Background: an optimization exercise with open tools, aiming at small area and a short achievable clock period. Do not read the settings as production practice. Where RTL was checked, it was by simulation tests only, not by an equivalence proof against the original. No functional check of the RTL was part of runs 4 and 5. The flow treats the clock pin as an ideal source, which a real chip does not have. Power figures rest on the tool's default switching activity, not on a simulated workload.

### design/flow/flow/run.sh
#!/bin/bash
set -euo pipefail
bash standard.sh \
  SETUP_SLACK_MARGIN=10.4 \
  CTS_CLUSTER_SIZE=25 CTS_CLUSTER_DIAMETER=100 \
  CORE_UTILIZATION=58 PLACE_DENSITY=0.75 \
  POST_CTS_TCL="$PWD/flow/post_cts.tcl" \
  BUFFER_PORTS_ARGS="-buffer_cell sky130_fd_sc_hd__buf_2" \
  finish > standard_finish.log 2>&1
### design/flow/flow/post_cts.tcl
set block [ord::get_db_block]
set clk_port [expr {[info exists ::env(FLOW_CLK_PORT)] ? $::env(FLOW_CLK_PORT) : "clk_in"}]
set clk_net [$block findNet $clk_port]
set iterms [$clk_net getITerms]
if {[llength $iterms] == 1} {
  set root [[lindex $iterms 0] getInst]
  set master [[$root getMaster] getName]
  set out_net [[$root findITerm X] getNet]
  set sinks {}
  foreach it [$out_net getITerms] {
    if {[$it getInst] ne $root} { lappend sinks $it }
  }
  set ok [expr {[string match "*clkbuf*" $master] && [llength $sinks] <= 4}]
  foreach it $sinks {
    if {![string match "*clkbuf*" [[[$it getInst] getMaster] getName]]} { set ok 0 }
  }
  if {$ok} {
    puts "post_cts: removing root buffer [$root getName] ($master), port now feeds [llength $sinks] buffers"
    foreach it $sinks {
      $it disconnect
      $it connect $clk_net
    }
    odb::dbInst_destroy $root
    odb::dbNet_destroy $out_net
  } else {
    puts "post_cts: root buffer kept"
  }
}
### design/flow/standard.sh
#!/bin/bash
# synth_recipe.tcl (not shown) runs the flow's synth.tcl, then flattens the netlist and writes it again
# the make line also repeats each setting of config.mk as NAME=value (left out here)
make -C /OpenROAD-flow-scripts/flow DESIGN_CONFIG=/design/flow/config.mk WORK_HOME=/design/flow/orfs CLKGATE_MAP_FILE= SYNTH_SCRIPT=/design/flow/synth_recipe.tcl "${@:-finish}"
### design/flow/config.mk
export PLATFORM = sky130hd
export DESIGN_NAME = frame_detector
export DESIGN_NICKNAME = frame_detector
export VERILOG_FILES = /design/flow/design.v
export SDC_FILE = /design/flow/constraint.sdc
export NUM_CORES = 4
export LEC_CHECK = 0
export CAP_MARGIN = 20
export CORE_MARGIN = 2
export CORE_UTILIZATION = 40
export PLACE_DENSITY = 0.6
export SLEW_MARGIN = 20
### design/flow/constraint.sdc
create_clock -name core_clock -period 14.0 [get_ports {clk_in}]
set_input_delay 2.8000 -clock core_clock [delete_from_list [all_inputs] [get_ports {clk_in}]]
set_output_delay 2.8000 -clock core_clock [all_outputs]
set_load 0.01 [all_outputs]
### design/flow/design.v
package frame_detector_pkg;
  localparam logic [15:0] HEADER_WORD  = 16'hE0E0;
  localparam logic [15:0] TRAILER_WORD = 16'h0E0E;
  localparam int          MAX_WORDS    = 8;
  localparam int          DATA_W       = MAX_WORDS * 16;
  localparam int          NSLOT        = 5;
  localparam logic [2:0]  P_SKIP  = 3'd0;
  localparam logic [2:0]  P_HUNT  = 3'd1;
  localparam logic [2:0]  P_HDR2  = 3'd2;
  localparam logic [2:0]  P_CHAN  = 3'd3;
  localparam logic [2:0]  P_BODY  = 3'd4;
  localparam logic [2:0]  P_CHECK = 3'd5;
endpackage
module frame_fifo #(
  parameter int NSLOT = 5
) (
  input  logic             clk_in,
  input  logic [NSLOT-1:0] i_wr_sel,    
  input  logic             i_we0,       
  input  logic             i_wer,       
  input  logic [15:0]      i_wr_data,
  input  logic             i_ch_we,
  input  logic [2:0]       i_ch,
  input  logic             i_nw_we,
  input  logic [2:0]       i_nw,
  input  logic [NSLOT-1:0] i_head_sel,  
  output logic [15:0]      o_word0,
  output logic [2:0]       o_ch,
  output logic [2:0]       o_nw,
  input  logic [NSLOT-1:0] i_tap_sel,   
  output logic [15:0]      o_tap,
  output logic [2:0]       o_tap_idx    
);
  localparam logic [2:0] PH1 = 3'b001;
  function automatic logic [2:0] ph_step(input logic [2:0] x);
    ph_step = {x[1:0], x[2] ^ x[1]};
  endfunction
  logic [15:0] r_w0   [NSLOT];
  logic [15:0] r_ring [NSLOT][7];
  logic [2:0]  r_ph   [NSLOT];
  logic [2:0]  r_ch   [NSLOT];
  logic [2:0]  r_nw   [NSLOT];
  always_ff @(posedge clk_in) begin
    for (int s = 0; s < NSLOT; s++) begin
      if (i_wr_sel[s] && i_we0) r_w0[s] <= i_wr_data;
      r_ring[s][0] <= (i_wr_sel[s] && i_wer) ? i_wr_data : r_ring[s][6];
      for (int p = 1; p < 7; p++) r_ring[s][p] <= r_ring[s][p-1];
      if (i_wr_sel[s] && i_we0) r_ph[s] <= PH1;
      else                      r_ph[s] <= ph_step(r_ph[s]);
      if (i_wr_sel[s] && i_ch_we) r_ch[s] <= i_ch;
      if (i_wr_sel[s] && i_nw_we) r_nw[s] <= i_nw;
    end
  end
  always_comb begin
    o_word0   = '0;
    o_ch      = '0;
    o_nw      = '0;
    o_tap     = '0;
    o_tap_idx = '0;
    for (int s = 0; s < NSLOT; s++) begin
      o_word0   = o_word0   | (r_w0[s]      & {16{i_head_sel[s]}});
      o_ch      = o_ch      | (r_ch[s]      & {3{i_head_sel[s]}});
      o_nw      = o_nw      | (r_nw[s]      & {3{i_head_sel[s]}});
      o_tap     = o_tap     | (r_ring[s][6] & {16{i_tap_sel[s]}});
      o_tap_idx = o_tap_idx | (r_ph[s]      & {3{i_tap_sel[s]}});
    end
  end
endmodule
module frame_detector #(
  parameter int FIFO_DEPTH = 4
) (
  input  logic        clk_in,
  input  logic        rst_n,
  input  logic [15:0] data_in,
  output logic        data_out_ch1, data_out_ch2, data_out_ch3, data_out_ch4,
  output logic        data_out_ch5, data_out_ch6, data_out_ch7, data_out_ch8,
  output logic        data_vld_ch1, data_vld_ch2, data_vld_ch3, data_vld_ch4,
  output logic        data_vld_ch5, data_vld_ch6, data_vld_ch7, data_vld_ch8,
  output logic        fifo_empty,
  output logic        fifo_full,
  output logic        crc_valid_o,
  output logic        crc_err
);
  localparam logic [15:0] HEADER_WORD  = frame_detector_pkg::HEADER_WORD;
  localparam logic [15:0] TRAILER_WORD = frame_detector_pkg::TRAILER_WORD;
  localparam int          MAX_WORDS    = frame_detector_pkg::MAX_WORDS;
  localparam int          NSLOT        = FIFO_DEPTH + 1;
  localparam logic [2:0]  P_SKIP       = frame_detector_pkg::P_SKIP;
  localparam logic [2:0]  P_HUNT       = frame_detector_pkg::P_HUNT;
  localparam logic [2:0]  P_HDR2       = frame_detector_pkg::P_HDR2;
  localparam logic [2:0]  P_CHAN       = frame_detector_pkg::P_CHAN;
  localparam logic [2:0]  P_BODY       = frame_detector_pkg::P_BODY;
  localparam logic [2:0]  P_CHECK      = frame_detector_pkg::P_CHECK;
  function automatic logic onehot4(input logic [3:0] x);
    onehot4 = ((x[0] ^ x[1]) && !(x[2] || x[3])) || ((x[2] ^ x[3]) && !(x[0] || x[1]));
  endfunction
  function automatic logic [15:0] crc16_step(input logic [15:0] crc, input logic [15:0] word);
    logic [15:0] c;
    c = crc ^ word;
    for (int i = 0; i < 16; i++) begin
      c = c[15] ? ({c[14:0], 1'b0} ^ 16'h1021) : {c[14:0], 1'b0};
    end
    crc16_step = c;
  endfunction
  localparam logic [15:0] CRC_GOOD = crc16_step(16'h0000, TRAILER_WORD);
  logic [15:0]      r_d;
  logic [2:0]       r_pstate, w_pnext;
  logic [3:0]       r_cnt;
  logic             r_prev_trl;
  logic [15:0]      r_crc;
  logic             w_hdr, w_trl, w_chan_ok, w_trailer, w_overflow, w_end, w_match;
  logic             w_push, w_pop;
  logic [2:0]       w_ch_enc;
  logic [MAX_WORDS-1:0] w_wr_word;
  always_ff @(posedge clk_in) r_d <= data_in;
  assign w_hdr      = (r_d == HEADER_WORD);
  assign w_trl      = (r_d == TRAILER_WORD);
  assign w_chan_ok  = (r_d[15:8] == 8'h00) &&
                      ((onehot4(r_d[3:0]) && (r_d[7:4] == 4'h0)) ||
                       (onehot4(r_d[7:4]) && (r_d[3:0] == 4'h0)));
  assign w_trailer  = w_trl && r_prev_trl;
  assign w_overflow = (r_cnt == 4'd10) || ((r_cnt == 4'd9) && !w_trl);
  assign w_end      = (r_pstate == P_BODY) && w_trailer && (r_cnt >= 4'd3);
  assign w_match    = (r_crc == CRC_GOOD);
  assign w_ch_enc   = {r_d[7] | r_d[6] | r_d[5] | r_d[4],
                       r_d[7] | r_d[6] | r_d[3] | r_d[2],
                       r_d[7] | r_d[5] | r_d[3] | r_d[1]};
  always_comb begin
    w_pnext = r_pstate;
    case (r_pstate)
      P_SKIP:  w_pnext = P_HUNT;
      P_HUNT:  if (w_hdr) w_pnext = P_HDR2;
      P_HDR2:  w_pnext = w_hdr ? P_CHAN : P_HUNT;
      P_CHAN:  w_pnext = w_chan_ok ? P_BODY : P_HUNT;
      P_BODY: begin
        if (w_trailer)       w_pnext = (r_cnt >= 4'd3) ? P_CHECK : P_HUNT;
        else if (w_overflow) w_pnext = P_HUNT;
      end
      P_CHECK: w_pnext = w_hdr ? P_HDR2 : P_HUNT;
      default: w_pnext = P_HUNT;
    endcase
  end
  always_ff @(posedge clk_in) begin
    if (!rst_n) r_pstate <= P_SKIP;
    else        r_pstate <= w_pnext;
  end
  always_ff @(posedge clk_in) begin
    r_cnt      <= (r_pstate == P_CHAN) ? 4'd0 : r_cnt + 4'd1;
    r_crc      <= (r_pstate == P_CHAN) ? 16'h0000 : crc16_step(r_crc, r_d);
    r_prev_trl <= w_trl;
  end
  always_comb begin
    for (int k = 0; k < MAX_WORDS; k++) w_wr_word[k] = (r_pstate == P_BODY) && (r_cnt == 4'(k));
  end
  logic [NSLOT-1:0]     r_wr_sel, r_rd_sel, w_sp;
  logic                 r_empty, r_full;
  logic                 r_crc_err;
  logic                 w_one, w_three, w_busy, w_wr_ok;
  logic [15:0]          w_word0, w_tap;
  logic [2:0]           w_rd_ch, w_rd_nw, w_tap_idx, w_want;
  logic                 r_shift;
  logic [6:0]           r_b;       
  logic [2:0]           r_nw;      
  logic [14:0]          r_sh;      
  logic [15:0]          r_pf;      
  logic                 r_prev;    
  logic [7:0]           r_vld, r_out, w_rd_dec;
  logic                 r_first;
  logic                 w_more, w_wend, w_bit;
  assign w_sp    = {r_rd_sel[0], r_rd_sel[NSLOT-1:1]};
  assign w_busy  = r_shift && (r_b[6:4] != r_nw);
  assign w_wr_ok = !(r_full && w_busy);
  frame_fifo #(.NSLOT(NSLOT)) u_fifo (
    .clk_in     (clk_in),
    .i_wr_sel   (r_wr_sel),
    .i_we0      (w_wr_word[0] && w_wr_ok),
    .i_wer      ((|w_wr_word[MAX_WORDS-1:1]) && w_wr_ok),
    .i_wr_data  (r_d),
    .i_ch_we    (r_pstate == P_CHAN),
    .i_ch       (w_ch_enc),
    .i_nw_we    (r_pstate == P_BODY),
    .i_nw       (3'(r_cnt - 4'd3)),
    .i_head_sel (r_rd_sel),
    .o_word0    (w_word0),
    .o_ch       (w_rd_ch),
    .o_nw       (w_rd_nw),
    .i_tap_sel  (w_sp),
    .o_tap      (w_tap),
    .o_tap_idx  (w_tap_idx)
  );
  assign w_push  = w_end && w_match && !r_full;
  assign w_one   = (r_wr_sel == {r_rd_sel[NSLOT-2:0], r_rd_sel[NSLOT-1]});
  assign w_three = (r_wr_sel == {r_rd_sel[NSLOT-4:0], r_rd_sel[NSLOT-1:NSLOT-3]});
  always_ff @(posedge clk_in) begin
    if (!rst_n) begin
      r_wr_sel  <= NSLOT'(1);
      r_rd_sel  <= NSLOT'(1);
      r_empty   <= 1'b1;
      r_full    <= 1'b0;
      r_crc_err <= 1'b0;
    end else begin
      if (w_push) r_wr_sel <= {r_wr_sel[NSLOT-2:0], r_wr_sel[NSLOT-1]};
      if (w_pop)  r_rd_sel <= {r_rd_sel[NSLOT-2:0], r_rd_sel[NSLOT-1]};
      if (w_push && !w_pop) begin
        r_empty <= 1'b0;
        r_full  <= w_three;
      end else if (w_pop && !w_push) begin
        r_empty <= w_one;
        r_full  <= 1'b0;
      end
      r_crc_err <= w_end && !w_match;
    end
  end
  assign w_pop    = !r_shift && !r_empty;
  assign w_wend   = (r_b[3:0] == 4'hF);
  assign w_more   = !(w_wend && (r_b[6:4] == r_nw));
  assign w_rd_dec = 8'(1) << w_rd_ch;
  assign w_bit    = w_pop ? w_word0[15] : w_wend ? r_pf[15] : r_sh[14];
  always_comb begin
    case (r_b[6:4])
      3'd0:    w_want = 3'd1;
      3'd1:    w_want = 3'd2;
      3'd2:    w_want = 3'd5;
      3'd3:    w_want = 3'd3;
      3'd4:    w_want = 3'd7;
      3'd5:    w_want = 3'd6;
      default: w_want = 3'd4;
    endcase
  end
  always_ff @(posedge clk_in) begin
    r_b    <= w_pop ? 7'd0 : r_b + 7'd1;
    r_sh   <= w_pop ? w_word0[14:0] : w_wend ? r_pf[14:0] : {r_sh[13:0], 1'b0};
    r_prev <= w_bit;
    if (w_tap_idx == w_want) r_pf <= w_tap;
    if (w_pop) r_nw <= w_rd_nw;
  end
  always_ff @(posedge clk_in) begin
    if (!rst_n) begin
      r_shift <= 1'b0;
      r_vld   <= '0;
      r_out   <= '0;
      r_first <= 1'b0;
    end else begin
      r_first <= w_pop;
      if (w_pop) begin
        r_shift <= 1'b1;
        r_vld   <= w_rd_dec;
        r_out   <= w_rd_dec & {8{w_bit}};
      end else if (r_shift && w_more) begin
        r_out   <= r_vld & {8{w_bit ^ r_prev}};
      end else begin
        r_shift <= 1'b0;
        r_vld   <= '0;
        r_out   <= '0;
      end
    end
  end
  assign fifo_empty  = r_empty;
  assign fifo_full   = r_full;
  assign crc_valid_o = r_first;
  assign crc_err     = r_crc_err;
  assign {data_vld_ch8, data_vld_ch7, data_vld_ch6, data_vld_ch5,
          data_vld_ch4, data_vld_ch3, data_vld_ch2, data_vld_ch1} = r_vld;
  assign {data_out_ch8, data_out_ch7, data_out_ch6, data_out_ch5,
          data_out_ch4, data_out_ch3, data_out_ch2, data_out_ch1} = r_out;
endmodule
==> results of run 1 <==
-- cells in the mapped netlist (all sizes together), types with 2 or more instances --
cell | count | area [um^2]
ha | 14 | 175
buf | 21 | 118
nand2 | 67 | 251
edfxtp | 129 | 3870
nor2 | 30 | 123
and2 | 30 | 188
nor4 | 4 | 40.0
a2111oi | 2 | 17.5
or4 | 3 | 30.0
nand4b | 3 | 26.3
a22o | 2 | 17.5
xnor3 | 5 | 113
mux2i | 20 | 200
xor2 | 22 | 193
nor3b | 3 | 22.5
and4 | 2 | 17.5
nand4 | 8 | 50.1
nand3 | 10 | 50.1
a21oi | 22 | 110
a31o | 2 | 17.5
nand2b | 4 | 25.0
a222oi | 38 | 380
nor3 | 7 | 35.0
dfxtp | 669 | 13400
and3 | 20 | 126
xnor2 | 48 | 428
nor4bb | 2 | 20.0
nor4b | 3 | 26.3
inv | 22 | 82.6
o22ai | 8 | 50.1
o21ai | 10 | 50.1
mux2 | 80 | 901
a22oi | 42 | 315
clkbuf | 33 | 124
-- kinds of logic (layout without fill, tap and decap cells) --
family,after synthesis,in the layout,synth area share
simple gates,203,203,0.0501
mux,100,100,0.0507
buf+inv,76,137,0.0149
xor+xnor,75,75,0.0338
flops,798,798,0.795
compound gates,135,135,0.0475
fa+ha+maj,14,14,0.00806
-- per-layer routing --
metal / share of wire / track usage
met5: 0 / 0
met2: 0.46 / 0.308
met4: 0.024 / 0.0565
met3: 0.053 / 0.0302
met1: 0.47 / 0.269
-- stage by stage --
stage / instances / power [mW]
finish: 1930 / 4.22
floorplan: 1401 / 3.02
global route: 1930 / 4.40
detailed placement: 1872 / 3.15
global placement: 1872 / 3.12
-- registers in the layout, summed over array words and instances (netlist names), 7 cells and up --
register	cells
r_b	7
r_crc	16
r_d	16
r_out	8
r_pf	16
r_sh	15
r_vld	8
u_fifo.r_ch	15
u_fifo.r_nw	15
u_fifo.r_ph	15
u_fifo.r_ring	560
u_fifo.r_w0	80
-- cells in the final DEF (no fill, tap or decap), types with 2 or more instances in the layout --
cell and count:
clkbuf_16 36, a21oi_1 22, a31o_2 2, edfxtp_1 129
a222oi_1 38, and2_1 30, dfxtp_2 19, clkbuf_1 14
a22o_1 2, nor4bb_1 2, mux2i_1 20, buf_2 23
xnor3_1 5, dfxtp_1 649, buf_4 25, nor4b_1 3
nand4b_1 3, inv_1 22, nor3_1 7, mux2_2 80
nand4_1 8, nor2_2 4, nor3b_1 2, buf_6 14
o22ai_1 8, and4_1 2, ha_1 14, a22oi_1 42
xor2_1 22, nand2b_1 4, a2111oi_0 2, or4_4 2
nor4_1 3, inv_6 2, nor2_1 26, xnor2_1 47
nand2_1 66, and3_1 19, nand3_1 10, o21ai_0 10
-- path summary, 6_finish.rpt --
path,from,end,slack [ns],depth (start not counted)
max,r_empty,fifo_empty,10.34,1
min,u_fifo.r_ring[15][14],u_fifo.r_ring[16][14],0.32,0
max reg2reg,r_b[4],u_fifo.r_w0[4][6],10.84,5
min reg2reg,u_fifo.r_ring[15][14],u_fifo.r_ring[16][14],0.32,0
-- power breakdown --
| group | internal, mW | switching, mW |
|---|---|---|
| Sequential | 2.44 | 0.0587 |
| Clock | 0.487 | 0.633 |
| Combinational | 0.286 | 0.312 |
| Total | 3.22 | 1.00 |
-- area by class of cell --
class / instances / share of cell area
clock inverters: 2 / 0.000743
clock buffers: 51 / 0.0410
well taps: 468 / 0.0248
inverters: 22 / 0.00350
repair buffers: 62 / 0.0195
multi-input cells: 527 / 0.177
flip-flops and latches: 798 / 0.734
==> flow_metrics.env, run 1 <==
export IMPL_synth_fp_nets=1433
export IMPL_ys_warnings_count=7
export IMPL_synth_flop_cell="dfxtp_1"
export IMPL_cp_end_kind="output port"
export IMPL_multiInputGateArea_um2=4160
export IMPL_grt_pass1_vias=10300
export IMPL_seq_area_frac_synth=0.795
export IMPL_leakage_nw=9.09
export IMPL_finalCritPeriodShare=0.261
export IMPL_grt_usage=0.191
export IMPL_skew_ns=0.0258
export IMPL_postSynthCellCount=1401
export IMPL_irDropWorstVdd_v=0.000113
export IMPL_crit_arrival_ns=0.86
export IMPL_worst_path_largest_cell_delay_ns=0.37
export IMPL_cp_start_kind="flip-flop"
export IMPL_drive_above_1_share=0.150
export IMPL_fin_area_um2=23600
export IMPL_grt_pass1_wl_um=57400
export IMPL_cts_sinks=798
export IMPL_path_buf_inv=1
export IMPL_via_count=10300
export IMPL_io_pins=38
export IMPL_die_width_um=198
export IMPL_rows=70
export IMPL_cpMaxStageDelayCell="dfxtp_2"
export IMPL_wl_um=37100
export IMPL_start_util=0.590
export IMPL_fin_crit_ns=3.66
export IMPL_ant_nets=0
export IMPL_drv_cap=0
export IMPL_place_hpwl_um=21900
export IMPL_finalSetupViolCount=0
export IMPL_area_delta_synth_final_pct=8.52
export IMPL_clk_latency_ns=0.39
export IMPL_first_pass_iters=7
export IMPL_ys_async_sr_fraction=0
export IMPL_synth_area_um2=21700
export IMPL_status="no timing/DRC/antenna violations"
export IMPL_diodes=0
export IMPL_wl_per_cell_um=19.2
export IMPL_power_density_nw_per_um2=179
export IMPL_dieArea_um2=39000
export IMPL_vias_per_cell=5.35
export IMPL_io_buffer_count=37
export IMPL_path_clk_slew_ns=0.11
export IMPL_grt_max_degree=46
export IMPL_finalHoldViolCount=0
export IMPL_rsz0062_at_grt="true"
export IMPL_placed_area_um2=22400
export IMPL_synth_seq_cells=798
export IMPL_path_delay_family="flip-flops"
export IMPL_path_cells="buf_6"
export IMPL_first_iter_violations=765
export IMPL_die_h_um=198
export IMPL_yosysUniqueCellTypes=57
export IMPL_post_route_util=0.641
export IMPL_hold_ws_ns=0.320
export IMPL_worstPathMaxFanout=2
export IMPL_overflow=0
export IMPL_coreArea_um2=36800
export IMPL_critPathRequiredTime_ns=11.20
export IMPL_clock_fmax_ghz=0.273
export IMPL_n_fill_cell=2615
export IMPL_drcViolationCount=0
export IMPL_finalSetupTns_ns=0
export IMPL_min_path_type="reg -> reg"
export IMPL_ff_latch_area_um2=17300
export IMPL_synth_edf_count=129
export IMPL_maxSlewHeadroom=0.391
export IMPL_tritoncts="done"
export IMPL_gp_congestion=0.793
export IMPL_dp_slack_ns=10.18
export IMPL_worstMarginPinSlew_ns=0.901
export IMPL_antenna_found_initial=0
export IMPL_final_nets=1479
export IMPL_critical_path_class="reg -> out"
export IMPL_layout_setup_ws_ns=10.34
export IMPL_syn_avg_cell_area_um2=15.5
export IMPL_timing_final_max_slew_violations=0
==> run 2, diff against run 1 <==
--- a/design/flow/flow/run.sh
+++ b/design/flow/flow/run.sh
@@ -7,2 +7,3 @@
   POST_CTS_TCL="$PWD/flow/post_cts.tcl" \
+  CAP_MARGIN=5 SLEW_MARGIN=5 \
   BUFFER_PORTS_ARGS="-buffer_cell sky130_fd_sc_hd__buf_2" \
==> flow_metrics.env, run 2 <==
export IMPL_status="no timing/DRC/antenna violations"
export IMPL_hold_ws_ns=0.320
export IMPL_synth_seq_cells=798
export IMPL_overflow=0
export IMPL_path_clk_slew_ns=0.11
export IMPL_gp_congestion=0.793
export IMPL_rsz0062_at_grt="true"
export IMPL_ant_nets=0
export IMPL_yosysMostFrequentCell="dfxtp_1"
export IMPL_cpMaxStageDelayCell="dfxtp_2"
export IMPL_clk_latency_ns=0.39
export IMPL_post_route_util=0.641
export IMPL_critPathRequiredTime_ns=11.20
export IMPL_first_pass_iters=7
export IMPL_place_hpwl_um=21900
export IMPL_synth_area_leaders="dfxtp_1 62%, edfxtp_1 18%, mux2_2 4.1%"
export IMPL_power_density_nw_per_um2=179
export IMPL_syn_avg_cell_area_um2=15.5
export IMPL_timing_final_max_slew_violations=0
export IMPL_grt_pass1_wl_um=57400
export IMPL_irDropWorstVdd_v=0.000113
export IMPL_final_common_cell="dfxtp_1"
export IMPL_area_delta_synth_final_pct=8.52
export IMPL_synth_simple_area_share=0.0501
export IMPL_seq_area_frac_synth=0.795
export IMPL_worstMarginPinSlew_ns=0.901
export IMPL_ys_async_sr_fraction=0
export IMPL_synth_common_cells="669 x dfxtp_1, 129 x edfxtp_1, 80 x mux2_2, 67 x nand2_1, 47 x xnor2_1"
export IMPL_first_iter_violations=765
export IMPL_dp_cells=1872
export IMPL_synthMuxAreaShare=0.0507
export IMPL_die_width_um=198
export IMPL_fin_crit_ns=3.66
export IMPL_path_buf_inv=1
export IMPL_grt_max_degree=46
export IMPL_yosysUniqueCellTypes=57
export IMPL_wl_um=37100
export IMPL_maxSlewHeadroom=0.391
export IMPL_io_pins=38
export IMPL_synth_fp_nets=1433
export IMPL_io_buffer_count=37
export IMPL_regMostFlops="u_fifo.r_ring"
export IMPL_via_count=10300
export IMPL_layout_top_registers="u_fifo.r_ring x560, u_fifo.r_w0 x80"
export IMPL_worst_path_largest_cell_delay_ns=0.37
export IMPL_min_path_type="reg -> reg"
export IMPL_synthAdderAreaFrac=0.00806
export IMPL_die_h_um=198
export IMPL_crit_arrival_ns=0.86
export IMPL_drv_cap=0
export IMPL_synth_xor_area_frac=0.0338
export IMPL_path_delay_family="flip-flops"
export IMPL_cts_sinks=798
export IMPL_grt_usage=0.191
export IMPL_wl_per_cell_um=19.2
export IMPL_grt_pass1_vias=10300
export IMPL_worstPathMaxFanout=2
export IMPL_drive_above_1_share=0.150
export IMPL_synth_area_um2=21700
export IMPL_largest_reg_flops=560
export IMPL_skew_ns=0.0258
export IMPL_final_cell_mix="649 x dfxtp_1, 129 x edfxtp_1, 80 x mux2_2"
export IMPL_dieArea_um2=39000
export IMPL_coreArea_um2=36800
export IMPL_tritoncts="done"
export IMPL_rows=70
export IMPL_ys_warnings_count=7
export IMPL_synth_compound_area_frac=0.0475
export IMPL_synth_top_family_by_area="multiplexers"
export IMPL_vias_per_cell=5.35
export IMPL_final_nets=1479
export IMPL_diodes=0
export IMPL_finalHoldViolCount=0
export IMPL_final_cells=1930
export IMPL_finalCritPeriodShare=0.261
export IMPL_clock_fmax_ghz=0.273
export IMPL_synth_flop_cell="dfxtp_1"
export IMPL_finalSetupTns_ns=0
export IMPL_start_util=0.590
export IMPL_synth_top_area_share=0.617
export IMPL_path_cells="buf_6"
export IMPL_antenna_found_initial=0
export IMPL_synth_edf_count=129
export IMPL_cp_start_kind="flip-flop"
export IMPL_placed_area_um2=22400
export IMPL_drcViolationCount=0
export IMPL_finalSetupViolCount=0
export IMPL_fin_area_um2=23600
export IMPL_postSynthCellCount=1401
export IMPL_critical_path_class="reg -> out"
export IMPL_synth_top_area_cell="dfxtp_1"
export IMPL_cp_end_kind="output port"
export IMPL_leakage_nw=9.09
==> run 2: cell counts in the layout (fill, tap and decap cells not counted) <==
Identical to the previous run, type by type.
==> run 2: cell families after synthesis <==
| logic type | count (synthesis) |
|---|---|
| adder cells (fa/ha/maj) | 14 |
| AO/OA/AOI/OAI | 135 |
| multiplexers | 100 |
| AND/OR/NAND/NOR | 203 |
| XOR/XNOR | 75 |
| flip-flops | 798 |
| buffers and inverters | 76 |
==> run 2: per-layer routing <==
layer	global-route usage	part of all wire	vias to the layer above
li1	-	-	4926
met1	0.269	0.47	5040
met2	0.308	0.46	280
met3	0.0302	0.053	70
met4	0.0565	0.024	0
met5	0	0	-
==> run 2: worst paths after layout <==
kind | depth (start not counted) | startpoint | to | slack (ns)
worst max-delay path | 1 | r_empty | fifo_empty | 10.34
worst min-delay path | 0 | u_fifo.r_ring[15][14] | u_fifo.r_ring[16][14] | 0.32
worst max register to register | 5 | r_b[4] | u_fifo.r_w0[4][6] | 10.84
worst min register to register | 0 | u_fifo.r_ring[15][14] | u_fifo.r_ring[16][14] | 0.32
==> run 2: report_power, final <==
group	internal [mW]	switching (mW)
Sequential	2.44	0.0587
Clock	0.487	0.633
Combinational	0.286	0.312
Total	3.22	1.00
==> run 2: stage by stage <==
step	power (mW)	setup WS, ns
6_report	4.22	10.34
5_1_grt	4.40	10.31
3_5_place_dp	3.15	10.18
3_3_place_gp	3.12	10.25
2_1_floorplan	3.02	10.41
==> run 2: layout make-up <==
| cell class | instances | area, um^2 |
|---|---|---|
| inverters | 22 | 82.6 |
| fillers | 2615 | 13200 |
| clock buffers | 51 | 967 |
| repair buffers | 62 | 460 |
| multi-input cells | 527 | 4160 |
| flip-flops and latches | 798 | 17300 |
| clock inverters | 2 | 17.5 |
| well taps | 468 | 586 |
==> run 3, diff against run 2 <==
==> design/flow/flow/run.sh (replaced) <==
#!/bin/bash
set -euo pipefail
bash standard.sh \
  SETUP_SLACK_MARGIN=10.4 \
  CTS_CLUSTER_SIZE=25 CTS_CLUSTER_DIAMETER=100 \
  CORE_UTILIZATION=65 PLACE_DENSITY=0.8 \
  POST_CTS_TCL="$PWD/flow/post_cts.tcl" \
  BUFFER_PORTS_ARGS="-buffer_cell sky130_fd_sc_hd__buf_2" \
  finish > standard_finish.log 2>&1
==> flow_metrics.env, run 3 <==
export IMPL_vias_per_cell=5.49
export IMPL_crit_arrival_ns=0.87
export IMPL_synth_area_leaders="dfxtp_1 62%, edfxtp_1 18%, mux2_2 4.1%"
export IMPL_p_comb_frac=0.142
export IMPL_synth_top_area_share=0.617
export IMPL_io_pins=38
export IMPL_maxSlewHeadroom=0.362
export IMPL_ys_warnings_count=7
export IMPL_layout_top_registers="u_fifo.r_ring x560, u_fifo.r_w0 x80"
export IMPL_path_delay_family="flip-flops"
export IMPL_yosysUniqueCellTypes=57
export IMPL_skew_ns=0.0314
export IMPL_p_int_mw=3.22
export IMPL_synth_simple_area_share=0.0501
export IMPL_drv_cap=0
export IMPL_synth_flop_cell="dfxtp_1"
export IMPL_crit_start="r_full"
export IMPL_grt_max_degree=45
export IMPL_first_iter_violations=947
export IMPL_fin_crit_ns=3.67
export IMPL_finalCritPeriodShare=0.262
export IMPL_first_pass_iters=8
export IMPL_cp_start_kind="flip-flop"
export IMPL_yosysMostFrequentCell="dfxtp_1"
export IMPL_irDropWorstVdd_v=0.000122
export IMPL_min_path_type="reg -> reg"
export IMPL_seq_area_frac_synth=0.795
export IMPL_final_common_cell="dfxtp_1"
export IMPL_critPathRequiredTime_ns=11.20
export IMPL_r2r_end="u_fifo.r_w0[3][8]"
export IMPL_wl_um=37600
export IMPL_dieArea_um2=34900
export IMPL_switching_share=0.240
export IMPL_worstHoldStart="u_fifo.r_ring[3][0]"
export IMPL_rr_worst_depth=5
export IMPL_rows=66
export IMPL_layout_setup_ws_ns=10.33
export IMPL_path_clk_slew_ns=0.10
export IMPL_clk_latency_ns=0.40
export IMPL_drive_above_1_share=0.149
export IMPL_die_h_um=187
export IMPL_diodes=0
export IMPL_dp_cells=1847
export IMPL_ant_nets=0
export IMPL_synth_compound_area_frac=0.0475
export IMPL_grt_pass1_wl_um=59000
export IMPL_worstMarginPinSlew_ns=0.944
export IMPL_start_util=0.664
export IMPL_io_buffer_count=37
export IMPL_path_cells="buf_6"
export IMPL_leakage_nw=9.12
export IMPL_synthMuxAreaShare=0.0507
export IMPL_synthAdderAreaFrac=0.00806
export IMPL_postSynthCellCount=1401
export IMPL_dp_slack_ns=10.16
export IMPL_synth_common_cells="669 x dfxtp_1, 129 x edfxtp_1, 80 x mux2_2, 67 x nand2_1, 47 x xnor2_1"
export IMPL_synth_edf_count=129
export IMPL_die_width_um=187
export IMPL_synth_fp_nets=1433
export IMPL_synth_area_um2=21700
export IMPL_synth_top_area_cell="dfxtp_1"
export IMPL_rsz0062_at_grt="true"
export IMPL_worstPathMaxFanout=2
export IMPL_final_cell_mix="651 x dfxtp_1, 129 x edfxtp_1, 80 x mux2_2"
export IMPL_pwr_share_clk=0.267
export IMPL_finalSetupViolCount=0
export IMPL_tritoncts="done"
export IMPL_r2r_start="r_b[4]"
export IMPL_overflow=0
export IMPL_final_nets=1483
export IMPL_cts_sinks=798
export IMPL_r2r_slack_ns=10.84
export IMPL_finalHoldViolCount=0
export IMPL_place_hpwl_um=21800
export IMPL_hold_depth=0
export IMPL_via_count=10500
export IMPL_critical_path_class="reg -> out"
export IMPL_syn_avg_cell_area_um2=15.5
export IMPL_coreArea_um2=32700
export IMPL_final_cells=1909
export IMPL_power_density_nw_per_um2=180
export IMPL_synth_top_family_by_area="multiplexers"
export IMPL_gp_congestion=0.804
export IMPL_antenna_found_initial=0
export IMPL_area_delta_synth_final_pct=8.56
export IMPL_worst_path_largest_cell_delay_ns=0.36
export IMPL_clock_fmax_ghz=0.273
export IMPL_power_frac_seq=0.591
export IMPL_synth_seq_cells=798
export IMPL_drcViolationCount=0
export IMPL_cpMaxStageDelayCell="dfxtp_4"
export IMPL_worstHoldEndpoint="u_fifo.r_ring[4][0]"
export IMPL_grt_pass1_vias=10700
export IMPL_status="no timing/DRC/antenna violations"
export IMPL_path_buf_inv=1
export IMPL_wl_per_cell_um=19.7
export IMPL_regMostFlops="u_fifo.r_ring"
export IMPL_p_switching_mw=1.02
export IMPL_grt_usage=0.216
export IMPL_timing_final_max_slew_violations=0
export IMPL_largest_reg_flops=560
export IMPL_cp_end_kind="output port"
export IMPL_synth_xor_area_frac=0.0338
export IMPL_ys_async_sr_fraction=0
export IMPL_finalSetupTns_ns=0
run 3: cell counts after synthesis:
Identical to the previous run, type by type.
run 3: through the flow:
step | power, mW | hold WS (ns) | cell area [um^2] | util
final | 4.24 | 0.315 | 23600 | 0.721
after global routing | 4.43 | 0.321 | 23600 | 0.721
after detailed placement | 3.14 | 0.312 | 22400 | 0.685
after global placement | 3.12 | 0.310 | 22400 | 0.685
after floorplan | 3.02 | 0.310 | 21700 | -
run 3: layout make-up:
type / count / area (um^2)
inverter: 22 / 82.6
clock buffer: 52 / 971
multi-input combinational: 527 / 4150
timing repair buffer: 66 / 484
fill: 2103 / 9120
sequential: 798 / 17300
tap: 442 / 553
clock inverter: 2 / 46.3
run 3: worst max path at each step:
stage,endpoint,slack [ns],cells past startpoint
finish,fifo_full,10.33,1
detailed placement,r_pstate[1],10.16,4
floorplan,r_out[1],10.41,5
global route,fifo_full,10.30,1
global placement,r_pstate[1],10.25,4
run 3: power groups by stage:
stage / clock network, mW / logic [mW] / registers [mW]
3_3_place_gp: 0 / 0.572 / 2.55
6_report: 1.13 / 0.602 / 2.50
2_1_floorplan: 0 / 0.488 / 2.53
3_5_place_dp: 0 / 0.593 / 2.55
5_1_grt: 1.24 / 0.678 / 2.51
run 3: cells by family (layout without fill, tap and decap cells):
family | Yosys count | count (layout)
buffers and inverters | 76 | 142
multiplexers | 100 | 100
XOR/XNOR | 75 | 75
AO/OA/AOI/OAI | 135 | 135
AND/OR/NAND/NOR | 203 | 203
adder cells (fa/ha/maj) | 14 | 14
flip-flops | 798 | 798
run 3: layer usage:
layer	GRT usage	up-vias	share of wire
li1	-	4945	-
met1	0.306	5140	0.46
met2	0.349	343	0.47
met3	0.0301	57	0.053
met4	0.0678	0	0.024
met5	0	-	0
==> run 4, diff against run 3 <==
--- a/design/flow/design.v
+++ b/design/flow/design.v
@@ -157,3 +157,3 @@
   logic                 r_crc_err;
-  logic                 w_one, w_three, w_busy, w_wr_ok;
+  logic                 w_one, w_three, w_busy, w_wr_ok, w_is_empty, w_is_full;
   logic [15:0]          w_word0, w_tap;
@@ -171,3 +171,5 @@
   assign w_busy  = r_shift && (r_b[6:4] != r_nw);
-  assign w_wr_ok = !(r_full && w_busy);
+  assign w_is_empty = (r_wr_sel == r_rd_sel);
+  assign w_is_full  = (r_wr_sel == w_sp);
+  assign w_wr_ok = !(w_is_full && w_busy);
   frame_fifo #(.NSLOT(NSLOT)) u_fifo (
@@ -190,3 +192,3 @@
   );
-  assign w_push  = w_end && w_match && !r_full;
+  assign w_push  = w_end && w_match && !w_is_full;
   assign w_one   = (r_wr_sel == {r_rd_sel[NSLOT-2:0], r_rd_sel[NSLOT-1]});
@@ -213,3 +215,3 @@
   end
-  assign w_pop    = !r_shift && !r_empty;
+  assign w_pop    = !r_shift && !w_is_empty;
   assign w_wend   = (r_b[3:0] == 4'hF);
--- a/design/flow/flow/run.sh
+++ b/design/flow/flow/run.sh
@@ -5,3 +5,3 @@
   CTS_CLUSTER_SIZE=25 CTS_CLUSTER_DIAMETER=100 \
-  CORE_UTILIZATION=65 PLACE_DENSITY=0.8 \
+  CORE_UTILIZATION=50 PLACE_DENSITY=0.7 \
   POST_CTS_TCL="$PWD/flow/post_cts.tcl" \
==> flow_metrics.env, run 4 <==
export IMPL_place_hpwl_um=23600
export IMPL_cp_end_kind="output port"
export IMPL_io_pins=38
export IMPL_final_cell_mix="648 x dfxtp_1, 129 x edfxtp_1, 81 x mux2_2"
export IMPL_grt_pass1_wl_um=61900
export IMPL_finalCritPeriodShare=0.260
export IMPL_n_fill_cell=3551
export IMPL_drive_above_1_share=0.152
export IMPL_ys_async_sr_fraction=0
export IMPL_regMostFlops="u_fifo.r_ring"
export IMPL_antenna_found_initial=0
export IMPL_rsz0062_at_grt="true"
export IMPL_seq_area_frac_synth=0.779
export IMPL_critical_path_class="reg -> out"
export IMPL_final_common_cell="dfxtp_1"
export IMPL_wl_per_cell_um=18.5
export IMPL_coreArea_um2=43900
export IMPL_r2r_end="u_fifo.r_w0[3][0]"
export IMPL_dieArea_um2=46000
export IMPL_start_util=0.504
export IMPL_overflow=0
export IMPL_cts_sinks=798
export IMPL_wl_um=39000
export IMPL_r2r_slack_ns=10.71
export IMPL_yosysUniqueCellTypes=64
export IMPL_via_count=10800
export IMPL_crit_arrival_ns=0.84
export IMPL_yosysMostFrequentCell="dfxtp_1"
export IMPL_synth_edf_count=129
export IMPL_synth_fp_nets=1485
export IMPL_crit_start="r_vld[3]"
export IMPL_first_pass_iters=5
export IMPL_ff_latch_area_um2=17300
export IMPL_power_density_nw_per_um2=184
export IMPL_grt_pass1_vias=11100
export IMPL_clk_latency_ns=0.39
export IMPL_diodes=0
export IMPL_area_delta_synth_final_pct=9.17
export IMPL_path_delay_family="flip-flops"
export IMPL_r2r_start="r_rd_sel[1]"
export IMPL_syn_avg_cell_area_um2=15.2
export IMPL_cp_num_cells=1
export IMPL_ys_warnings_count=7
export IMPL_finalSetupViolCount=0
export IMPL_postSynthCellCount=1453
export IMPL_leakage_nw=9.42
export IMPL_rr_worst_depth=6
export IMPL_synth_flop_cell="dfxtp_1"
export IMPL_fin_crit_ns=3.64
export IMPL_status="no timing/DRC/antenna violations"
export IMPL_min_path_type="reg -> reg"
export IMPL_multiInputGateArea_um2=4550
export IMPL_vias_per_cell=5.15
export IMPL_synth_area_leaders="dfxtp_1 60%, edfxtp_1 17%, mux2_2 4.1%"
export IMPL_die_width_um=214
export IMPL_finalHoldViolCount=0
export IMPL_drcViolationCount=0
export IMPL_clock_fmax_ghz=0.274
export IMPL_cpMaxStageDelayCell="dfxtp_2"
export IMPL_tritoncts="done"
export IMPL_timing_final_max_slew_violations=0
export IMPL_maxSlewHeadroom=0.285
export IMPL_gp_congestion=0.783
export IMPL_synth_top_area_share=0.605
export IMPL_worstMarginPinSlew_ns=1.05
export IMPL_endpoint="data_vld_ch4"
export IMPL_first_iter_violations=1048
export IMPL_cp_start_kind="flip-flop"
export IMPL_final_nets=1532
export IMPL_largest_reg_flops=560
export IMPL_post_route_util=0.550
export IMPL_finalSetupTns_ns=0
export IMPL_synth_top_area_cell="dfxtp_1"
export IMPL_synth_common_cells="669 x dfxtp_1, 129 x edfxtp_1, 81 x mux2_2, 62 x nand2_1, 48 x nor2_1"
export IMPL_skew_ns=0.0192
export IMPL_critPathRequiredTime_ns=11.20
export IMPL_synth_seq_cells=798
export IMPL_worstPathMaxFanout=2
export IMPL_path_cells="buf_6"
export IMPL_path_buf_inv=1
export IMPL_synth_area_um2=22200
export IMPL_irDropWorstVdd_v=0.000101
export IMPL_ant_nets=0
export IMPL_grt_usage=0.169
export IMPL_die_h_um=214
export IMPL_io_buffer_count=37
export IMPL_drv_cap=0
export IMPL_grt_max_degree=48
export IMPL_worst_path_largest_cell_delay_ns=0.36
export IMPL_layout_top_registers="u_fifo.r_ring x560, u_fifo.r_w0 x80"
export IMPL_path_clk_slew_ns=0.10
export IMPL_rows=77
## run 4: changes by cell type in the layout (fill, tap and decap cells not counted), moves of 9 or more
| cell | previous run | this run |
|---|---|---|
| and2_1 | 30 | 18 |
| nor2_1 | 26 | 47 |
| a21boi_0 | 1 | 11 |
| mux2i_1 | 20 | 10 |
| a31oi_1 | 1 | 15 |
| o211ai_1 | 0 | 9 |
| and3_1 | 19 | 30 |
| a21oi_1 | 22 | 6 |
## run 4: cell families after synthesis
kind of cell	share of synthesized area
DFF	0.779
and+or+nand+nor	0.0526
AOI/OAI and AO/OA	0.0605
muxes	0.0457
xor gates and xnor gates	0.0377
buffers and inverters	0.0161
adders and majority gates	0.00791
## run 4: how the worst min path moves through the flow
stage | cells past startpoint | to | from
floorplan | 0 | u_fifo.r_ring[10][0] | u_fifo.r_ring[9][0]
global placement | 0 | u_fifo.r_ring[31][8] | u_fifo.r_ring[30][8]
detailed placement | 0 | u_fifo.r_ring[12][11] | u_fifo.r_ring[11][11]
global route | 0 | u_fifo.r_ring[32][10] | u_fifo.r_ring[31][10]
finish | 0 | u_fifo.r_ring[3][4] | u_fifo.r_ring[2][4]
## run 4: report_power, final
group / switching, mW / total [mW] / internal (mW)
sequential: 0.0619 / 2.50 / 2.44
clock: 0.640 / 1.14 / 0.499
combinational: 0.453 / 0.809 / 0.356
total: 1.15 / 4.45 / 3.29
## run 4: layout make-up
| cell class | count | area share |
|---|---|---|
| sequential | 798 | 0.715 |
| clock inverter | 1 | 0.000673 |
| clock buffer | 52 | 0.0410 |
| multi-input combinational | 579 | 0.188 |
| timing repair buffer | 70 | 0.0220 |
| tap | 592 | 0.0306 |
| inverter | 15 | 0.00243 |
## run 4: per-stage QoR
| step | hold slack [ns] | cell area, um^2 | power [mW] | cells | worst slack, ns |
|---|---|---|---|---|---|
| floorplan | 0.310 | 22200 | 3.16 | 1453 | 10.42 |
| global placement | 0.310 | 23000 | 3.31 | 2043 | 9.76 |
| detailed placement | 0.312 | 23000 | 3.33 | 2043 | 9.62 |
| global route | 0.329 | 24200 | 4.65 | 2107 | 10.33 |
| finish | 0.319 | 24200 | 4.45 | 2107 | 10.36 |
## run 4: per-layer routing
metal	vias up	track usage	routed length [um]	part of all wire
met3	65	0.0275	2300	0.059
met4	0	0.0454	811	0.021
li1	5177	-	-	-
met2	303	0.275	17900	0.46
met5	-	0	0	0
met1	5296	0.238	18100	0.46
==> run 5, diff against run 4 <==
==> design/flow/flow/run.sh (replaced) <==
#!/bin/bash
set -euo pipefail
bash standard.sh \
  SETUP_SLACK_MARGIN=10.45 \
  CTS_CLUSTER_SIZE=25 CTS_CLUSTER_DIAMETER=100 \
  CORE_UTILIZATION=55 PLACE_DENSITY=0.72 \
  POST_CTS_TCL="$PWD/flow/post_cts.tcl" \
  BUFFER_PORTS_ARGS="-buffer_cell sky130_fd_sc_hd__buf_2" \
  finish > standard_finish.log 2>&1
==> flow_metrics.env, run 5 <==
export IMPL_path_buf_inv=1
export IMPL_layout_top_registers="u_fifo.r_ring x560, u_fifo.r_w0 x80"
export IMPL_drcViolationCount=0
export IMPL_multiInputGateArea_um2=4550
export IMPL_power_density_nw_per_um2=184
export IMPL_dr_wl_met2_um=18100
export IMPL_synth_top_area_cell="dfxtp_1"
export IMPL_r2r_start="r_pstate[2]"
export IMPL_diodes=0
export IMPL_leakage_nw=9.41
export IMPL_cp_start_kind="flip-flop"
export IMPL_grt_usage=0.190
export IMPL_first_pass_iters=7
export IMPL_clock_fmax_ghz=0.272
export IMPL_tritoncts="done"
export IMPL_cts_sinks=798
export IMPL_fin_area_um2=24100
export IMPL_coreArea_um2=39700
export IMPL_via_count=10900
export IMPL_gp_congestion=0.789
export IMPL_die_width_um=205
export IMPL_p_int_mw=3.28
export IMPL_finalSetupTns_ns=0
export IMPL_p_switching_mw=1.14
export IMPL_r2r_slack_ns=10.73
export IMPL_timing_final_max_slew_violations=0
export IMPL_cp_num_cells=1
export IMPL_status="no timing/DRC/antenna violations"
export IMPL_final_cells=2041
export IMPL_vias_per_cell=5.35
export IMPL_crit_start="r_vld[4]"
export IMPL_ff_latch_area_um2=17300
export IMPL_rsz0062_at_grt="true"
export IMPL_synth_common_cells="669 x dfxtp_1, 129 x edfxtp_1, 81 x mux2_2, 62 x nand2_1, 48 x nor2_1"
export IMPL_finalSetupViolCount=0
export IMPL_seq_area_frac_synth=0.779
export IMPL_path_clk_slew_ns=0.10
export IMPL_synth_edf_count=129
export IMPL_grt_pass1_wl_um=61400
export IMPL_critPathRequiredTime_ns=11.20
export IMPL_p_comb_frac=0.183
export IMPL_synth_area_um2=22200
export IMPL_start_util=0.558
export IMPL_drv_cap=0
export IMPL_fin_crit_ns=3.67
export IMPL_synth_top_area_share=0.605
export IMPL_ant_nets=0
export IMPL_finalHoldViolCount=0
export IMPL_rows=73
export IMPL_final_cell_mix="647 x dfxtp_1, 129 x edfxtp_1, 81 x mux2_2"
export IMPL_yosysMostFrequentCell="dfxtp_1"
export IMPL_path_delay_family="flip-flops"
export IMPL_n_fill_cell=2947
export IMPL_area_delta_synth_final_pct=8.75
export IMPL_die_h_um=205
export IMPL_grt_pass1_vias=11000
export IMPL_regMostFlops="u_fifo.r_ring"
export IMPL_wl_per_cell_um=19.1
export IMPL_io_buffer_count=37
export IMPL_power_frac_seq=0.563
export IMPL_dieArea_um2=41900
export IMPL_rr_worst_depth=4
export IMPL_synth_fp_nets=1485
export IMPL_overflow=0
export IMPL_worstMarginPinSlew_ns=0.973
export IMPL_post_route_util=0.606
export IMPL_ys_async_sr_fraction=0
export IMPL_min_path_type="reg -> reg"
export IMPL_drive_above_1_share=0.152
export IMPL_synth_area_leaders="dfxtp_1 60%, edfxtp_1 17%, mux2_2 4.1%"
export IMPL_pwr_share_clk=0.253
export IMPL_hold_ws_ns=0.324
export IMPL_dp_cells=1976
export IMPL_switching_share=0.259
export IMPL_endpoint="data_vld_ch5"
export IMPL_cpMaxStageDelayCell="dfxtp_2"
export IMPL_antenna_found_initial=0
export IMPL_finalCritPeriodShare=0.262
export IMPL_io_pins=38
export IMPL_wl_um=39100
export IMPL_critical_path_class="reg -> out"
export IMPL_final_nets=1533
export IMPL_maxSlewHeadroom=0.335
export IMPL_postSynthCellCount=1453
export IMPL_irDropWorstVdd_v=0.000109
export IMPL_first_iter_violations=1024
export IMPL_synth_flop_cell="dfxtp_1"
export IMPL_path_cells="buf_6"
export IMPL_cp_end_kind="output port"
export IMPL_grt_max_degree=48
export IMPL_yosysUniqueCellTypes=64
export IMPL_place_hpwl_um=22800
export IMPL_largest_reg_flops=560
export IMPL_final_common_cell="dfxtp_1"
export IMPL_r2r_end="u_fifo.r_w0[2][3]"
export IMPL_ys_warnings_count=7
export IMPL_synth_seq_cells=798
export IMPL_crit_arrival_ns=0.87
export IMPL_worst_path_largest_cell_delay_ns=0.37
export IMPL_worstPathMaxFanout=2
export IMPL_dr_wl_met3_um=2410
export IMPL_clk_latency_ns=0.40
export IMPL_syn_avg_cell_area_um2=15.2
export IMPL_placed_area_um2=22900
export IMPL_drt_met1_wl_um=17700
export IMPL_skew_ns=0.0337
export IMPL_top_layer="met4"
export IMPL_hold_depth=0
run 5: cell count changes in the layout (fill, tap and decap cells not counted), sizes merged:
cell,change
inv,+2
clkbuf,-1
clkinv,-1
buf,+1
run 5: kinds of logic after synthesis:
| kind of cell | count (synthesis) | synth area share |
|---|---|---|
| flops | 798 | 0.779 |
| simple gates | 224 | 0.0526 |
| compound gates | 166 | 0.0605 |
| mux | 91 | 0.0457 |
| xor+xnor | 84 | 0.0377 |
| buf+inv | 76 | 0.0161 |
| fa+ha+maj | 14 | 0.00791 |
run 5: worst min path at each step:
| stage | startpoint | to |
|---|---|---|
| after global placement | u_fifo.r_ring[7][14] | u_fifo.r_ring[8][14] |
| after global routing | u_fifo.r_ring[17][9] | u_fifo.r_ring[18][9] |
| final | u_fifo.r_ring[11][4] | u_fifo.r_ring[12][4] |
| after floorplan | u_fifo.r_ring[9][0] | u_fifo.r_ring[10][0] |
| after detailed placement | u_fifo.r_ring[12][12] | u_fifo.r_ring[13][12] |
run 5: metal layers:
layer | GRT usage | up-vias
met1 | 0.263 | 5352
met2 | 0.311 | 317
met3 | 0.0329 | 65
met4 | 0.0502 | 0
li1 | - | 5179
met5 | 0 | -
run 5: final cells by class:
type | instances | area share
clock buffers | 51 | 0.0401
clock inverters | 2 | 0.000727
inverters | 15 | 0.00244
multi-input cells | 579 | 0.189
flip-flops and latches | 798 | 0.718
well taps | 525 | 0.0273
repair buffers | 71 | 0.0227
run 5: through the flow:
| step | setup slack (ns) | power (mW) |
|---|---|---|
| floorplan | 10.47 | 3.16 |
| global placement | 9.54 | 3.31 |
| detailed placement | 9.45 | 3.33 |
| global route | 10.30 | 4.63 |
| finish | 10.33 | 4.43 |
run 5: power groups by stage:
| stage | clock [mW] | combinational [mW] | sequential [mW] |
|---|---|---|---|
| after floorplan | 0 | 0.626 | 2.53 |
| after global placement | 0 | 0.767 | 2.54 |
| after detailed placement | 0 | 0.784 | 2.54 |
| after global routing | 1.23 | 0.893 | 2.50 |
| final | 1.12 | 0.812 | 2.49 |
==> run 6, diff against run 5 <==
--- a/design/flow/design.v
+++ b/design/flow/design.v
@@ -157,3 +157,3 @@
   logic                 r_crc_err;
-  logic                 w_one, w_three, w_busy, w_wr_ok, w_is_empty, w_is_full;
+  logic                 w_one, w_three, w_busy, w_wr_ok;
   logic [15:0]          w_word0, w_tap;
@@ -171,5 +171,3 @@
   assign w_busy  = r_shift && (r_b[6:4] != r_nw);
-  assign w_is_empty = (r_wr_sel == r_rd_sel);
-  assign w_is_full  = (r_wr_sel == w_sp);
-  assign w_wr_ok = !(w_is_full && w_busy);
+  assign w_wr_ok = !(r_full && w_busy);
   frame_fifo #(.NSLOT(NSLOT)) u_fifo (
@@ -192,3 +190,3 @@
   );
-  assign w_push  = w_end && w_match && !w_is_full;
+  assign w_push  = w_end && w_match && !r_full;
   assign w_one   = (r_wr_sel == {r_rd_sel[NSLOT-2:0], r_rd_sel[NSLOT-1]});
@@ -215,3 +213,3 @@
   end
-  assign w_pop    = !r_shift && !w_is_empty;
+  assign w_pop    = !r_shift && !r_empty;
   assign w_wend   = (r_b[3:0] == 4'hF);
==> design/flow/flow/run.sh (replaced) <==
#!/bin/bash
# The standard layout (standard synthesis unchanged), with:
#  - timing repair asked for more setup slack than the clock needs, so the
#    resizer works on the paths that set the achieved period (same SDC);
#  - larger clock-sink clusters on a denser floorplan;
#  - ports buffered with buf_2 (the resizer still upsizes where timing needs).
# The make output goes to standard_finish.log; ORFS keeps each step's log
# under orfs/logs.
set -euo pipefail
bash standard.sh \
  SETUP_SLACK_MARGIN=10.4 \
  CTS_CLUSTER_SIZE=25 CTS_CLUSTER_DIAMETER=100 \
  CORE_UTILIZATION=50 PLACE_DENSITY=0.7 \
  POST_CTS_TCL="$PWD/flow/post_cts.tcl" \
  BUFFER_PORTS_ARGS="-buffer_cell sky130_fd_sc_hd__buf_2" \
  finish > standard_finish.log 2>&1
==> flow_metrics.env, run 6 <==
export IMPL_syn_avg_cell_area_um2=15.5
export IMPL_critPathRequiredTime_ns=11.20
export IMPL_gp_congestion=0.783
export IMPL_dr_wl_met2_um=16900
export IMPL_worst_path_largest_cell_delay_ns=0.36
export IMPL_path_clk_slew_ns=0.10
export IMPL_die_width_um=212
export IMPL_path_delay_family="flip-flops"
export IMPL_grt_usage=0.165
export IMPL_top_layer="met4"
export IMPL_crit_arrival_ns=0.87
export IMPL_path_buf_inv=1
export IMPL_ys_warnings_count=7
export IMPL_io_pins=38
export IMPL_worstPathMaxFanout=2
export IMPL_tritoncts="done"
export IMPL_vias_per_cell=4.99
export IMPL_antenna_found_initial=0
export IMPL_clock_fmax_ghz=0.272
export IMPL_synth_flop_cell="dfxtp_1"
export IMPL_start_util=0.505
export IMPL_layout_top_registers="u_fifo.r_ring x560, u_fifo.r_w0 x80"
export IMPL_first_pass_iters=5
export IMPL_layout_setup_ws_ns=10.33
export IMPL_grt_pass1_vias=10200
export IMPL_grt_max_degree=46
export IMPL_status="no timing/DRC/antenna violations"
export IMPL_fin_crit_ns=3.67
export IMPL_rsz0062_at_grt="true"
export IMPL_synth_edf_count=129
export IMPL_synth_fp_nets=1433
export IMPL_fin_area_um2=23800
export IMPL_irDropWorstVdd_v=0.0000978
export IMPL_drv_cap=0
export IMPL_diodes=0
export IMPL_finalHoldViolCount=0
export IMPL_yosysMostFrequentCell="dfxtp_1"
export IMPL_min_path_type="reg -> reg"
export IMPL_synth_top_area_share=0.617
export IMPL_critical_path_class="reg -> out"
export IMPL_finalSetupViolCount=0
export IMPL_postSynthCellCount=1401
export IMPL_finalSetupTns_ns=0
export IMPL_timing_final_max_slew_violations=0
export IMPL_place_hpwl_um=22100
export IMPL_finalCritPeriodShare=0.262
export IMPL_cp_end_kind="output port"
export IMPL_dp_slack_ns=10.19
export IMPL_drive_above_1_share=0.152
export IMPL_yosysUniqueCellTypes=57
export IMPL_clk_latency_ns=0.39
export IMPL_ff_latch_area_um2=17300
export IMPL_synth_area_um2=21700
export IMPL_io_buffer_count=37
export IMPL_synth_common_cells="669 x dfxtp_1, 129 x edfxtp_1, 80 x mux2_2, 67 x nand2_1, 47 x xnor2_1"
export IMPL_n_fill_cell=3469
export IMPL_die_h_um=212
export IMPL_worstMarginPinSlew_ns=0.869
export IMPL_synth_seq_cells=798
export IMPL_ys_async_sr_fraction=0
export IMPL_multiInputGateArea_um2=4170
export IMPL_cts_sinks=798
export IMPL_dr_wl_met3_um=1610
export IMPL_synth_top_area_cell="dfxtp_1"
export IMPL_drcViolationCount=0
export IMPL_final_cell_mix="650 x dfxtp_1, 129 x edfxtp_1, 80 x mux2_2"
export IMPL_final_nets=1483
export IMPL_rows=76
export IMPL_regMostFlops="u_fifo.r_ring"
export IMPL_coreArea_um2=43000
export IMPL_path_cells="buf_6"
export IMPL_largest_reg_flops=560
export IMPL_seq_area_frac_synth=0.795
export IMPL_dp_cells=1992
export IMPL_placed_area_um2=22600
export IMPL_overflow=0
export IMPL_dieArea_um2=45100
export IMPL_area_delta_synth_final_pct=9.44
export IMPL_power_density_nw_per_um2=178
export IMPL_grt_pass1_wl_um=57300
export IMPL_cp_start_kind="flip-flop"
export IMPL_drt_met1_wl_um=17400
export IMPL_skew_ns=0.0202
export IMPL_wl_per_cell_um=17.9
export IMPL_final_cells=2053
export IMPL_maxSlewHeadroom=0.421
export IMPL_via_count=10300
export IMPL_cpMaxStageDelayCell="dfxtp_4"
export IMPL_final_common_cell="dfxtp_1"
export IMPL_wl_um=36700
export IMPL_first_iter_violations=874
export IMPL_leakage_nw=9.12
export IMPL_ant_nets=0
export IMPL_synth_area_leaders="dfxtp_1 62%, edfxtp_1 18%, mux2_2 4.1%"
## run 6: changes by cell type in the layout (fill, tap and decap cells not counted), moves of 7 or more
cell and delta:
nor2_1 -21, a21oi_1 +16, a31oi_1 -14, and3_1 -11, a21boi_0 -10, mux2i_1 +10
and2_1 +9, o211ai_1 -9, inv_1 +8, o22ai_1 +8, xor2_1 -8, a21o_1 -7
## run 6: power breakdown
group	switching, mW	total, mW	internal (mW)
logic	0.309	0.595	0.286
registers	0.0574	2.50	2.44
clock network	0.643	1.14	0.492
## run 6: cell families after synthesis
kind of cell    Yosys count  share of synthesized area
compound gates          135                     0.0475
xor+xnor                 75                     0.0338
fa+ha+maj                14                    0.00806
buf+inv                  76                     0.0149
flops                   798                      0.795
mux                     100                     0.0507
simple gates            203                     0.0501
## run 6: per-layer routing
layer / up-vias / track usage
li1: 4945 / -
met1: 5033 / 0.232
met2: 222 / 0.268
met3: 52 / 0.0269
met4: 0 / 0.0410
met5: - / 0
## run 6: final cells by class
type	instances	area share
Clock buffer	52	0.0408
Clock inverter	3	0.00158
Inverter	22	0.00347
Multi-Input combinational cell	527	0.175
Sequential cell	798	0.727
Tap cell	585	0.0308
Timing Repair Buffer	66	0.0206
## run 6: worst paths after layout
kind	startpoint	endpoint	cells after the start	slack (ns)
min	u_fifo.r_ring[23][5]	u_fifo.r_ring[24][5]	0	0.32
max	r_full	fifo_full	1	10.33
min reg2reg	u_fifo.r_ring[23][5]	u_fifo.r_ring[24][5]	0	0.32
max reg2reg	r_pstate[2]	u_fifo.r_ring[7][0]	6	10.76
## run 6: through the flow
step	power [mW]	util	hold slack (ns)
6_report	4.23	0.553	0.323
5_1_grt	4.42	0.553	0.332
3_5_place_dp	3.15	0.526	0.312
3_3_place_gp	3.12	0.526	0.310
2_1_floorplan	3.02	-	0.310
==> run 7, diff against run 6 <==
--- a/design/flow/flow/run.sh
+++ b/design/flow/flow/run.sh
@@ -12,3 +12,3 @@
   CTS_CLUSTER_SIZE=25 CTS_CLUSTER_DIAMETER=100 \
-  CORE_UTILIZATION=50 PLACE_DENSITY=0.7 \
+  CORE_UTILIZATION=58 PLACE_DENSITY=0.75 \
   POST_CTS_TCL="$PWD/flow/post_cts.tcl" \
==> flow_metrics.env, run 7 <==
export IMPL_path_cells="buf_6"
export IMPL_synth_top_area_share=0.617
export IMPL_cp_end_kind="output port"
export IMPL_wl_per_cell_um=19.2
export IMPL_regMostFlops="u_fifo.r_ring"
export IMPL_synth_top_area_cell="dfxtp_1"
export IMPL_synth_area_um2=21700
export IMPL_drv_cap=0
export IMPL_synth_fp_nets=1433
export IMPL_fin_crit_ns=3.66
export IMPL_final_cell_mix="649 x dfxtp_1, 129 x edfxtp_1, 80 x mux2_2"
export IMPL_synth_common_cells="669 x dfxtp_1, 129 x edfxtp_1, 80 x mux2_2, 67 x nand2_1, 47 x xnor2_1"
export IMPL_critPathRequiredTime_ns=11.20
export IMPL_overflow=0
export IMPL_seq_area_frac_synth=0.795
export IMPL_area_delta_synth_final_pct=8.52
export IMPL_ys_async_sr_fraction=0
export IMPL_final_common_cell="dfxtp_1"
export IMPL_io_buffer_count=37
export IMPL_antenna_found_initial=0
export IMPL_postSynthCellCount=1401
export IMPL_clock_fmax_ghz=0.273
export IMPL_cts_sinks=798
export IMPL_skew_ns=0.0258
export IMPL_yosysUniqueCellTypes=57
export IMPL_rsz0062_at_grt="true"
export IMPL_coreArea_um2=36800
export IMPL_wl_um=37100
export IMPL_finalSetupTns_ns=0
export IMPL_via_count=10300
export IMPL_critical_path_class="reg -> out"
export IMPL_path_clk_slew_ns=0.11
export IMPL_grt_max_degree=46
export IMPL_maxSlewHeadroom=0.391
export IMPL_clk_latency_ns=0.39
export IMPL_n_fill_cell=2615
export IMPL_status="no timing/DRC/antenna violations"
export IMPL_synth_flop_cell="dfxtp_1"
export IMPL_final_cells=1930
export IMPL_gp_congestion=0.793
export IMPL_layout_top_registers="u_fifo.r_ring x560, u_fifo.r_w0 x80"
export IMPL_path_delay_family="flip-flops"
export IMPL_place_hpwl_um=21900
export IMPL_dieArea_um2=39000
export IMPL_worstPathMaxFanout=2
export IMPL_leakage_nw=9.09
export IMPL_syn_avg_cell_area_um2=15.5
export IMPL_ant_nets=0
export IMPL_first_iter_violations=765
export IMPL_timing_final_max_slew_violations=0
export IMPL_finalHoldViolCount=0
export IMPL_first_pass_iters=7
export IMPL_rows=70
export IMPL_grt_pass1_wl_um=57400
export IMPL_path_buf_inv=1
export IMPL_synth_area_leaders="dfxtp_1 62%, edfxtp_1 18%, mux2_2 4.1%"
export IMPL_finalSetupViolCount=0
export IMPL_cpMaxStageDelayCell="dfxtp_2"
export IMPL_irDropWorstVdd_v=0.000113
export IMPL_worstMarginPinSlew_ns=0.901
export IMPL_final_nets=1479
export IMPL_drive_above_1_share=0.150
export IMPL_drcViolationCount=0
export IMPL_synth_edf_count=129
export IMPL_worst_path_largest_cell_delay_ns=0.37
export IMPL_diodes=0
export IMPL_dp_cells=1872
export IMPL_cp_start_kind="flip-flop"
export IMPL_grt_usage=0.191
export IMPL_ys_warnings_count=7
export IMPL_yosysMostFrequentCell="dfxtp_1"
export IMPL_crit_arrival_ns=0.86
export IMPL_min_path_type="reg -> reg"
export IMPL_largest_reg_flops=560
export IMPL_grt_pass1_vias=10300
export IMPL_io_pins=38
export IMPL_synth_seq_cells=798
export IMPL_power_density_nw_per_um2=179
export IMPL_finalCritPeriodShare=0.261
export IMPL_start_util=0.590
export IMPL_vias_per_cell=5.35
export IMPL_tritoncts="done"
export IMPL_hold_ws_ns=0.320
export IMPL_die_width_um=198
export IMPL_die_h_um=198
run 7: changes by cell type in the layout (fill, tap and decap cells not counted), sizes merged:
cell    delta
clkbuf     -1
inv        -1
buf        -4
run 7: worst reg2reg max path, delay by kind of cell (launching register included):
kind | cells | cell delay [ns]
AO/OA/AOI/OAI | 1 | 0.23
AND/OR/NAND/NOR | 2 | 1.08
XOR/XNOR | 1 | 0.24
flip-flops | 1 | 0.56
buffers and inverters | 1 | 0.67
run 7: metal layers:
layer  vias up  wire length (um)  global-route usage
met5         -                 0                   0
met4         0               878              0.0565
met3        70              1980              0.0302
met2       280             17000               0.308
met1      5040             17300               0.269
li1       4926                 -                   -
run 7: layout make-up:
cell class	count	area [um^2]	share of cell area
Tap cell	468	586	0.0248
Sequential cell	798	17300	0.734
Clock inverter	2	17.5	0.000743
Clock buffer	51	967	0.0410
Inverter	22	82.6	0.00350
Timing Repair Buffer	62	460	0.0195
Multi-Input combinational cell	527	4160	0.177
run 7: path summary, 6_finish.rpt:
check,startpoint,end,slack (ns),cells past startpoint
worst min-delay path,u_fifo.r_ring[15][14],u_fifo.r_ring[16][14],0.32,0
worst max-delay path,r_empty,fifo_empty,10.34,1
worst min register to register,u_fifo.r_ring[15][14],u_fifo.r_ring[16][14],0.32,0
worst max register to register,r_b[4],u_fifo.r_w0[4][6],10.84,5
run 7: cell families after synthesis:
kind of cell | share of synthesized area
AO/OA/AOI/OAI | 0.0475
XOR/XNOR | 0.0338
adder cells (fa/ha/maj) | 0.00806
buffers and inverters | 0.0149
flip-flops | 0.795
multiplexers | 0.0507
AND/OR/NAND/NOR | 0.0501
run 7: stage by stage:
| step | instance area, um^2 | worst slack [ns] | power (mW) | utilization |
|---|---|---|---|---|
| 2_1_floorplan | 21700 | 10.41 | 3.02 | - |
| 5_1_grt | 23600 | 10.31 | 4.40 | 0.641 |
| 3_3_place_gp | 22400 | 10.25 | 3.12 | 0.610 |
| 3_5_place_dp | 22400 | 10.18 | 3.15 | 0.610 |
| 6_report | 23600 | 10.34 | 4.22 | 0.641 |
run 7: where the power goes:
group | leakage [nW] | switching [mW] | total (mW) | internal (mW)
sequential | 6.58 | 0.0587 | 2.50 | 2.44
combinational | 2.03 | 0.312 | 0.598 | 0.286
clock | 0.476 | 0.633 | 1.12 | 0.487
total | 9.09 | 1.00 | 4.22 | 3.22

==> afterwards: timing with drivers on the ports <==
In the flow no input, the clock included, has a driving cell. The finished layouts below were timed again as built, in two steps. Step 1 sets driving cells, clkbuf_16 on the clock port and buf_2 on the other inputs (assumed; they add their load-dependent delay and slew). Step 2, shift: input delay + t, output delay - t, t = (earliest + latest rising clock arrival at the registers) / 2. This alone moves slack from input paths to output paths. Slacks: ideal ports / drivers / drivers and shift; pairs: ideal ports / drivers.
run	t (ns)	setup slack, ns	worst hold slack (ns)	worst setup path after step 2	worst register clock-pin slew, ns
run 1	0.483	10.341 / 10.237 / 10.153	0.320 / 0.320 / 0.320	input to register	0.11 / 0.11
run 2	0.483	10.341 / 10.237 / 10.153	0.320 / 0.320 / 0.320	input to register	0.11 / 0.11
run 3	0.478	10.331 / 10.237 / 10.145	0.315 / 0.315 / 0.315	input to register	0.10 / 0.10
run 4	0.496	10.357 / 10.239 / 10.188	0.319 / 0.319 / 0.319	input to register	0.10 / 0.10
run 5	0.495	10.329 / 10.214 / 10.176	0.324 / 0.325 / 0.325	input to register	0.10 / 0.10
run 6	0.501	10.327 / 10.210 / 10.181	0.323 / 0.323 / 0.323	input to register	0.10 / 0.10
run 7	0.483	10.341 / 10.237 / 10.153	0.320 / 0.320 / 0.320	input to register	0.11 / 0.11
After both steps every run listed still meets setup and hold.
